This is an optimization exercise on Yosys and OpenROAD, whose aim is small area, a short achievable clock period and few clock cycles per item, not a production implementation. In this exercise RTL edits were held to simulation tests only and were not proved equivalent to the original.

// epoch_seconds_to_date
module epoch_seconds_to_date (
    input  logic        i_clk,
    input  logic        i_rst_n,
    input  logic        start,
    output logic        busy,
    input  logic [31:0] i_epoch_seconds,
    output logic        o_done,
    output logic [11:0] o_year,
    output logic [3:0]  o_month,
    output logic [4:0]  o_day,
    output logic [4:0]  o_hour,
    output logic [5:0]  o_minute,
    output logic [5:0]  o_second
);
    assign busy = 1'b0;
    logic fs_1;
    logic fc_1;
    logic fs_2;
    logic fc_2;
    logic fs_3;
    logic fc_3;
    logic r1_1;
    logic r1_2;
    logic r1_3;
    logic fs_4;
    logic fc_4;
    logic fs_5;
    logic fc_5;
    logic fs_6;
    logic fc_6;
    logic r1_4;
    logic r1_5;
    logic r1_6;
    logic fs_7;
    logic fc_7;
    logic r1_7;
    logic r1_8;
    logic fs_8;
    logic fc_8;
    logic r1_9;
    logic r1_10;
    logic r1_11;
    logic fs_9;
    logic fc_9;
    logic r1_12;
    logic r1_13;
    logic r1_14;
    logic fs_10;
    logic fc_10;
    logic r1_15;
    logic r1_16;
    logic r1_17;
    logic fs_11;
    logic fc_11;
    logic fs_12;
    logic fc_12;
    logic fs_13;
    logic fc_13;
    logic r1_18;
    logic fs_14;
    logic fc_14;
    logic r1_19;
    logic r1_20;
    logic r1_21;
    logic fs_15;
    logic fc_15;
    logic fs_16;
    logic fc_16;
    logic fs_17;
    logic fc_17;
    logic fs_18;
    logic fc_18;
    logic fs_19;
    logic fc_19;
    logic r1_22;
    logic r1_23;
    logic fs_20;
    logic fc_20;
    logic fs_21;
    logic fc_21;
    logic fs_22;
    logic fc_22;
    logic fs_23;
    logic fc_23;
    logic r1_24;
    logic fs_24;
    logic fc_24;
    logic r1_25;
    logic fs_25;
    logic fc_25;
    logic fs_26;
    logic fc_26;
    logic fs_27;
    logic fc_27;
    logic r1_26;
    logic fs_28;
    logic fc_28;
    logic fs_29;
    logic fc_29;
    logic fs_30;
    logic fc_30;
    logic fs_31;
    logic fc_31;
    logic hs_32;
    logic hc_32;
    logic fs_33;
    logic fc_33;
    logic fs_34;
    logic fc_34;
    logic fs_35;
    logic fc_35;
    logic hs_36;
    logic hc_36;
    logic fs_37;
    logic fc_37;
    logic fs_38;
    logic fc_38;
    logic fs_39;
    logic fc_39;
  ...
export LEC_CHECK = 0
export CAP_MARGIN = 20
export CORE_MARGIN = 2
export CORE_UTILIZATION = 40
export CTS_BUF_LIST = sky130_fd_sc_hd__clkbuf_2 sky130_fd_sc_hd__clkbuf_4
export CTS_CLUSTER_SIZE = 20
export SETUP_SLACK_MARGIN = 4.45
export SLEW_MARGIN = 20
export SYNTH_HIERARCHICAL = 1
create_clock -name core_clock -period 7.0 [get_ports {i_clk}]
run.sh (not shown) runs the stock make flow with config.mk's settings and CLKGATE_MAP_FILE= SYNTH_SCRIPT=/design/flow/synth_recipe.tcl, a recipe that flattens the netlist after the stock synthesis.
The baseline finished clean.
Testbench counts at the start, summed over its fixed seeds: cycles 16,056, items 16,000.
Next try:
- CTS_BUF_LIST: sky130_fd_sc_hd__clkbuf_2 sky130_fd_sc_hd__clkbuf_4 -> sky130_fd_sc_hd__clkbuf_4 sky130_fd_sc_hd__clkbuf_8
- CTS_CLUSTER_SIZE: 20 -> default
- SETUP_SLACK_MARGIN: 4.45 -> 4.7
Effect: The new run went through all stages and came out clean. Setup slack gains 0.098 ns. Cell area is higher by a few percent. Die area is unchanged.

---

run 1:
Another version of the RTL of epoch_seconds_to_date (not shown whole).
For scale: roughly 330 flip-flops, about 75 I/O pins, ~13000 sq um of cells after synthesis.
make LEC_CHECK=0 ABC_CLOCK_PERIOD_IN_PS=2400 CAP_MARGIN=20 CORE_MARGIN=2 CORE_UTILIZATION=40 CTS_BUF_LIST='sky130_fd_sc_hd__clkbuf_8 sky130_fd_sc_hd__clkbuf_16' CTS_CLUSTER_DIAMETER=120 CTS_CLUSTER_SIZE=30 SETUP_SLACK_MARGIN=4.45 SLEW_MARGIN=20 SYNTH_HIERARCHICAL=1 finish   # period 7.0 ns
Testbench counts of run 1, summed over its fixed seeds: cycles 16,056, items 16,000.
[inputs] run 2 vs run 1
- a deleted ABC_CLOCK_PERIOD_IN_PS that had been 2400
- a change of SETUP_SLACK_MARGIN from 4.45 to 4.3
[summary]
Run 1 finished end to end and its layout was clean on timing, DRC and antenna.
Run 2 did not stop at any stage, and its layout met the timing, design-rule and antenna checks.
Compared to run 1, run 2 has global-route met2 utilization 0.36 points lower.
Run 2 -> run 1: y dimension of the die delta 0, exact match
Run 1 has a lower logic depth of the worst setup path including buffers than run 2.
Diff run 2..run 1 | relative area of clock buffers and inverters in the final design | negligible
diff inputs: run 2 => run 3
- a change of CORE_UTILIZATION from 40 to 55
- a change of SETUP_SLACK_MARGIN from 4.3 to 4.45
- an added PLACE_DENSITY of 0.7
==> flow/flow/run.sh (new file) <==
#!/bin/bash
# The standard layout (standard.sh, unchanged synthesis and steps), with
# one difference: the buffers that the standard flow puts on every input and
# output port are made of sky130_fd_sc_hd__buf_1 instead of the delay buffer
# clkdlybuf4s50_1 that buffer_ports picks by default.  Every port still gets
# its own buffer; timing repair may resize them as usual.
set -euo pipefail
export BUFFER_PORTS_ARGS="-buffer_cell sky130_fd_sc_hd__buf_1"
export SKIP_GATE_CLONING=1
bash standard.sh finish > standard.log 2>&1
==> flow/standard.sh (new file) <==
#!/bin/bash
# synth_recipe.tcl (not shown) runs the flow's synth.tcl, then flattens the netlist and writes it again
# the make line also repeats each setting of config.mk as NAME=value (left out here)
make -C /OpenROAD-flow-scripts/flow DESIGN_CONFIG=/design/flow/config.mk WORK_HOME=/design/flow/orfs CLKGATE_MAP_FILE= SYNTH_SCRIPT=/design/flow/synth_recipe.tcl "${@:-finish}"
removed: flow/run.sh
Results
Going from run 2 to run 3, number of standard cells in the layout, taps in and fillers out moved down, area after synthesis now sits at about the same level.
Diff run 2 and run 3: biggest fanout along the worst timing path higher in run 2
Lower total routing usage reported by global routing goes to run 2 over run 3.
Post-layout worst setup margin: run 3 > run 2
Comparing run 2 and run 3, worst setup skew after layout is lower on run 3.
Final critical-path share of the clock period ended up 1.6 points lower on run 3 than on run 2.
Diff run 2 and run 3: shortest clock period the worst path allows after layout higher in run 2
Routed wire length in run 3 is about 2.4% below run 2.
For run 4, these inputs were changed with respect to run 3:
- CTS_CLUSTER_DIAMETER changed from 120 to 100
- CTS_CLUSTER_SIZE changed from 30 to 20
- CTS_BUF_LIST changed from sky130_fd_sc_hd__clkbuf_8 sky130_fd_sc_hd__clkbuf_16 to sky130_fd_sc_hd__clkbuf_16
==> flow/run.sh (new file) <==
#!/bin/bash
# synth_recipe.tcl (not shown) runs the flow's synth.tcl, then flattens the netlist and writes it again
# the make line also repeats each setting of config.mk as NAME=value (left out here)
make -C /OpenROAD-flow-scripts/flow DESIGN_CONFIG=/design/flow/config.mk WORK_HOME=/design/flow/orfs CLKGATE_MAP_FILE= SYNTH_SCRIPT=/design/flow/synth_recipe.tcl finish
removed: flow/flow/run.sh
removed: flow/standard.sh
### Flow results
- In the reports for run 3 and run 4, the larger via count belongs to run 4.
- On total length of routed wires: between run 3 and run 4, it ends up higher for run 4.
- Run 4 reports its source of the critical timing path as r2_36 while run 3 reports r1_12.
- Between run 3 and run 4, first-pass GRT wire length is higher for run 4, run 3 comes in under that.
The following lists how run 5 was set up differently from run 4:
- swapping sky130_fd_sc_hd__clkbuf_16 for sky130_fd_sc_hd__clkbuf_8 sky130_fd_sc_hd__clkbuf_16 in CTS_BUF_LIST
- swapping 100 for 80 in CTS_CLUSTER_DIAMETER
- swapping 20 for 16 in CTS_CLUSTER_SIZE
Findings:
- The flow did not stop early for run 5: all stages ran, and the layout cleared the timing, design-rule and antenna checks.
- In summary, run 4 completed successfully, with a layout that passed the timing, design-rule and antenna checks.
- [compare] base=run 4 new=run 5: post-place instance area comparable, detailed router's first-iteration violation count now larger, non-clock buffer count now smaller, clock-cell share of area now larger.
- In run 5, the sum of routed wire length over all layers came out 0.88% below the value in run 4.
- Via count of the routed design: run 5 < run 4
- Against run 4, run 5 comes in 0.22 points lower on share of cell area taken by flip-flops and latches.

---

build 55:
Starting RTL as in the previous note.
clock: 7.0 ns
lec_check: 0
cap_margin: 20
core_margin: 2
core_utilization: 55
cts_buf_list: sky130_fd_sc_hd__clkbuf_8 sky130_fd_sc_hd__clkbuf_16
cts_cluster_diameter: 120
cts_cluster_size: 30
place_density: 0.7
setup_slack_margin: 4.55
slew_margin: 20
synth_hierarchical: 1
Stock flow here: none of the scripts above is used.
Build 55: flow completed, timing, DRC and antenna clean
Testbench counts of build 55, summed over its fixed seeds: cycles 16,056, items 16,000.
Setup changes, build 55 to build 36
- setting GPL_ROUTABILITY_DRIVEN to 0 for the first time
- changing SETUP_SLACK_MARGIN from 4.55 to 4.45
- setting GPL_TIMING_DRIVEN to 1 for the first time
Notes after the runs:
- Diff build 55 -> build 36 | post-cts repair resize count | down by more than half
- Compared with build 55, build 36 shows area taken by multi-input logic gates that has gone down slightly.
- Flip-flop and latch share of the layout cell area essentially unchanged between build 36 and build 55.
diff inputs: build 36 => build 90
- swapping 55 for 40 in CORE_UTILIZATION
- swapping 0.7 for 0.75 in PLACE_DENSITY
- clearing GPL_TIMING_DRIVEN, which used to be 1
- clearing GPL_ROUTABILITY_DRIVEN, which used to be 0
### Flow results
Number of tap cells inserted, build 36 and build 90, higher one = build 90.
Looking at start point of the critical path, the r1_12 result is from build 36; the r2_36 one comes from build 90.
Higher maximum clock frequency among build 36 and build 90: build 36
Diff build 36 -> build 90 | final instance area | up slightly
Worst setup slack in build 90 vs build 36: down 0.081 ns
[compare] base=build 36 new=build 90: proportion of layout cells with a drive suffix above 1 rose by 0.74 points, starting density of the core fell by 15 points, area of the core region rose by 9000 sq um.

---

RTL: one of the versions met above, not the one the previous note started from.
Size: ~1,100 cells after synthesis, ~75 I/O pins, roughly 14,000 um2 of cells after synthesis.
==> flow/design.v (excerpt) <==
module epoch_seconds_to_date (
    input  logic        i_clk,
    input  logic        i_rst_n,
    input  logic        start,
    output logic        busy,
    input  logic [31:0] i_epoch_seconds,
    output logic        o_done,
    output logic [11:0] o_year,
    output logic [3:0]  o_month,
    output logic [4:0]  o_day,
    output logic [4:0]  o_hour,
    output logic [5:0]  o_minute,
    output logic [5:0]  o_second
);
    assign busy = 1'b0;
    logic fs_1;
    logic fc_1;
    logic fs_2;
    logic fc_2;
    logic fs_3;
    logic fc_3;
    logic r1_1;
    logic r1_2;
    logic r1_3;
    logic fs_4;
    logic fc_4;
    logic fs_5;
    logic fc_5;
    logic fs_6;
    logic fc_6;
    logic r1_4;
    logic r1_5;
    logic r1_6;
    logic fs_7;
    logic fc_7;
    logic r1_7;
    logic r1_8;
    logic fs_8;
    logic fc_8;
    logic r1_9;
    logic r1_10;
    logic r1_11;
    logic fs_9;
    logic fc_9;
    logic r1_12;
    logic r1_13;
    logic r1_14;
    logic fs_10;
    logic fc_10;
    logic r1_15;
    logic r1_16;
    logic r1_17;
    logic fs_11;
    logic fc_11;
  ...
export LEC_CHECK = 0
export CAP_MARGIN = 20
export CORE_MARGIN = 2
export CORE_UTILIZATION = 40
export CTS_BUF_LIST = sky130_fd_sc_hd__clkbuf_4 sky130_fd_sc_hd__clkbuf_8
export SETUP_SLACK_MARGIN = 3.5
export SLEW_MARGIN = 20
export SYNTH_HIERARCHICAL = 1
create_clock -name core_clock -period 7.0 [get_ports {i_clk}]
The baseline passed the timing, design-rule and antenna checks.
Testbench counts at the start, summed over its fixed seeds: cycles 16,056, items 16,000.
Rerun with:
CTS_BUF_LIST = sky130_fd_sc_hd__clkbuf_8 sky130_fd_sc_hd__clkbuf_16   (was sky130_fd_sc_hd__clkbuf_4 sky130_fd_sc_hd__clkbuf_8)
CTS_CLUSTER_DIAMETER = 120   (was not set)
CTS_CLUSTER_SIZE = 24   (was not set)
SETUP_SLACK_MARGIN = 4.45   (was 3.5)
=> First-iteration DRC count fell by 25%; cell area went down by 2.7%; fmax increases by 22%; synthesized cell count is unchanged; via count fell by 3.1%; utilization decreases by 1.3 points; hold slack is better by 0.010 ns; worst setup slack improved by 0.54 ns; clock skew falls by 0.0035 ns.
Rerun with:
CTS_BUF_LIST = sky130_fd_sc_hd__clkbuf_4 sky130_fd_sc_hd__clkbuf_8   (was sky130_fd_sc_hd__clkbuf_8 sky130_fd_sc_hd__clkbuf_16)
CTS_CLUSTER_DIAMETER = not set   (was 120)
CTS_CLUSTER_SIZE = not set   (was 24)
Outcome: Cell area went up by about 3.4%; cell count increases by about 5%; critical path depth rose by 7; non-clock buffer count shrinks by 3; count of clock-buffer cells in the layout rises by 64; die area is unchanged; global-route usage grows by 0.86 points; utilization rises by 1.5 points; synthesized cell count does not change.
Rerun with:
ABC_AREA = 1   (was not set)
After rerunning: Area after synthesis rose by a few percent; wire length came out higher by roughly a tenth; cell count climbs by about a fifth; flip-flop and latch count does not change; worst hold slack gets worse by 0.0046 ns; clock skew rose by 0.017 ns; non-clock buffer count rises by 5; via count goes up by about a fifth; fmax drops by a few percent.

---

RTL: one of the versions met above, not the one the previous note started from.
Size: about 1,000 cells after synthesis, roughly 330 flip-flops, about 75 I/O pins, about 13,000 µm² of cells after synthesis.
==> flow/config.mk <==
export PLATFORM = sky130hd
export DESIGN_NAME = epoch_seconds_to_date
export DESIGN_NICKNAME = epoch_seconds_to_date
export VERILOG_FILES = /design/flow/design.v
export SDC_FILE = /design/flow/constraint.sdc
export NUM_CORES = 4
export LEC_CHECK = 0
export CAP_MARGIN = 20
export CORE_MARGIN = 2
export CORE_UTILIZATION = 55
export CTS_BUF_LIST = sky130_fd_sc_hd__clkbuf_8 sky130_fd_sc_hd__clkbuf_16
export CTS_CLUSTER_DIAMETER = 120
export CTS_CLUSTER_SIZE = 30
export PLACE_DENSITY = 0.7
export SETUP_SLACK_MARGIN = 4.45
export SLEW_MARGIN = 20
export SYNTH_HIERARCHICAL = 1
==> flow/constraint.sdc <==
create_clock -name core_clock -period 7.0 [get_ports {i_clk}]
set_input_delay 1.4000 -clock core_clock [delete_from_list [all_inputs] [get_ports {i_clk}]]
set_output_delay 1.4000 -clock core_clock [all_outputs]
set_load 0.01 [all_outputs]
standard.sh (not shown) runs the stock make flow with config.mk's settings and CLKGATE_MAP_FILE= SYNTH_SCRIPT=/design/flow/synth_recipe.tcl, a recipe that flattens the netlist after the stock synthesis.
==> flow/flow/run.sh <==
#!/bin/bash
# The standard layout (standard.sh, unchanged synthesis and steps), with
# one difference: the buffers that the standard flow puts on every input and
# output port are made of sky130_fd_sc_hd__buf_1 instead of the delay buffer
# clkdlybuf4s50_1 that buffer_ports picks by default.  Every port still gets
# its own buffer; timing repair may resize them as usual.
set -euo pipefail
export BUFFER_PORTS_ARGS="-buffer_cell sky130_fd_sc_hd__buf_1"
bash standard.sh finish > standard.log 2>&1
The starting point ran to the end with no violations.
Testbench counts at the start, summed over its fixed seeds: cycles 16,056, items 16,000.
Then changed:
==> flow/run.sh (new file) <==
#!/bin/bash
# synth_recipe.tcl (not shown) runs the flow's synth.tcl, then flattens the netlist and writes it again
# the make line also repeats each setting of config.mk as NAME=value (left out here)
make -C /OpenROAD-flow-scripts/flow DESIGN_CONFIG=/design/flow/config.mk WORK_HOME=/design/flow/orfs CLKGATE_MAP_FILE= SYNTH_SCRIPT=/design/flow/synth_recipe.tcl finish
SETUP_SLACK_MARGIN = 4.6   (was 4.45)
removed: flow/flow/run.sh
removed: flow/standard.sh
After rerunning:
- final area came out higher by 3.2%
- cell count barely changes
- flip-flop and latch count does not change
Then changed:
CORE_UTILIZATION = 40   (was 55)
PLACE_DENSITY = default   (was 0.7)
SETUP_SLACK_MARGIN = 4.45   (was 4.6)
Result: The changed run produced a clean layout. Synthesized area does not change. Worst setup slack gets worse by 0.0085 ns. Via count decreases by 0.64%. Worst hold slack barely changes. Final area increases by 0.38%. Utilization decreases by 17 points. Global-route usage decreases by 3.9 points. Non-clock buffer count decreases by 7. Fmax decreases by 0.34%. Die area increases by 36%. Final cell count increases by 8.3%.
Then changed:
CORE_UTILIZATION = 55   (was 40)
PLACE_DENSITY = 0.7   (was default)
- worst hold slack stays flat
- wire length decreases by a few percent
- core utilization increases by 17 points
- register-to-register slack gains 0.02 ns
Then changed:
==> flow/flow/run.sh (new file) <==
#!/bin/bash
# The standard layout (standard.sh, unchanged synthesis and steps), with
# one difference: the buffers that the standard flow puts on every input and
# output port are made of sky130_fd_sc_hd__buf_1 instead of the delay buffer
# clkdlybuf4s50_1 that buffer_ports picks by default.  Every port still gets
# its own buffer; timing repair may resize them as usual.
set -euo pipefail
export BUFFER_PORTS_ARGS="-buffer_cell sky130_fd_sc_hd__buf_1"
export SETUP_REPAIR_SEQUENCE="unbuffer,sizedown,sizeup,swap"
bash standard.sh finish > standard.log 2>&1
==> flow/standard.sh (new file) <==
#!/bin/bash
# synth_recipe.tcl (not shown) runs the flow's synth.tcl, then flattens the netlist and writes it again
# the make line also repeats each setting of config.mk as NAME=value (left out here)
make -C /OpenROAD-flow-scripts/flow DESIGN_CONFIG=/design/flow/config.mk WORK_HOME=/design/flow/orfs CLKGATE_MAP_FILE= SYNTH_SCRIPT=/design/flow/synth_recipe.tcl "${@:-finish}"
removed: flow/run.sh
The new run completed without violations.
Routed wire length climbs by 0.68%.
Register-to-register slack barely changes.
Worst setup slack is worse by 0.015 ns.
Maximum frequency drops by 0.58%.
Flip-flop and latch count does not change.
Final area drops by 2.4%.
Sequential share of layout area climbs by 1.1 points.
Synthesized cell count is unchanged.
Die area is unchanged.
Cell count climbs by 0.65%.
Critical path depth drops by 1.

port drivers added, routing unchanged:
The flow's constraints put no driver on any port. The routed layouts listed below were extracted and timed again, unchanged, in two steps.
Step 1 assumes that a clkbuf_16 drives the clock port and a buf_2 every other input.
Step 2 times the ports against the registers' clock, not the clock port: input delays grow and output delays shrink by t, the midpoint of the rising clock arrivals with the driver on.
Slacks: ideal ports / drivers / drivers and shift; pairs: ideal ports / drivers.
| run | t, ns | slack for setup (ns) | latest minus earliest clock arrival (ns) | worst slew at a driven data input, ns | pins driven straight from the clock port |
|---|---|---|---|---|---|
| the first run of note 1 | 0.772 | 4.422 / 4.381 / 4.470 | 0.047 / 0.047 | 0.03 | 1 |
| the second run of note 1 | 0.670 | 4.520 / 4.488 / 4.493 | 0.034 / 0.034 | 0.03 | 1 |
| run 1 | 0.536 | 4.479 / 4.474 / 4.354 | 0.013 / 0.013 | 0.03 | 1 |
| run 2 | 0.536 | 4.367 / 4.367 / 4.367 | 0.017 / 0.017 | 0.04 | 1 |
| run 3 | 0.529 | 4.481 / 4.481 / 4.481 | 0.018 / 0.018 | 0.03 | 1 |
| run 4 | 0.554 | 4.473 / 4.469 / 4.377 | 0.015 / 0.015 | 0.04 | 1 |
| run 5 | 0.563 | 4.456 / 4.455 / 4.385 | 0.010 / 0.010 | 0.03 | 1 |
| build 55 | 0.532 | 4.495 / 4.495 / 4.390 | 0.020 / 0.019 | 0.04 | 1 |
| build 36 | 0.532 | 4.496 / 4.466 / 4.397 | 0.019 / 0.020 | 0.04 | 1 |
| build 90 | 0.533 | 4.415 / 4.415 / 4.380 | 0.021 / 0.020 | 0.04 | 1 |
| the first run of note 4 | 0.650 | 3.969 / 3.969 / 3.969 | 0.020 / 0.020 | 0.03 | 1 |
| the second run of note 4 | 0.544 | 4.513 / 4.464 / 4.476 | 0.021 / 0.021 | 0.03 | 1 |
| the third run of note 4 | 0.645 | 4.547 / 4.509 / 4.464 | 0.024 / 0.025 | 0.03 | 1 |
| the fourth run of note 4 | 0.665 | 4.487 / 4.484 / 4.478 | 0.035 / 0.036 | 0.05 | 1 |
| the first run of note 5 | 0.529 | 4.481 / 4.481 / 4.481 | 0.018 / 0.018 | 0.03 | 1 |
| the second run of note 5 | 0.534 | 4.488 / 4.488 / 4.415 | 0.021 / 0.021 | 0.03 | 1 |
| the third run of note 5 | 0.536 | 4.479 / 4.474 / 4.354 | 0.013 / 0.013 | 0.03 | 1 |
| the fourth run of note 5 | 0.532 | 4.496 / 4.466 / 4.397 | 0.019 / 0.020 | 0.04 | 1 |
| the fifth run of note 5 | 0.529 | 4.481 / 4.481 / 4.481 | 0.018 / 0.018 | 0.03 | 1 |
After both steps every run listed still meets setup and hold.
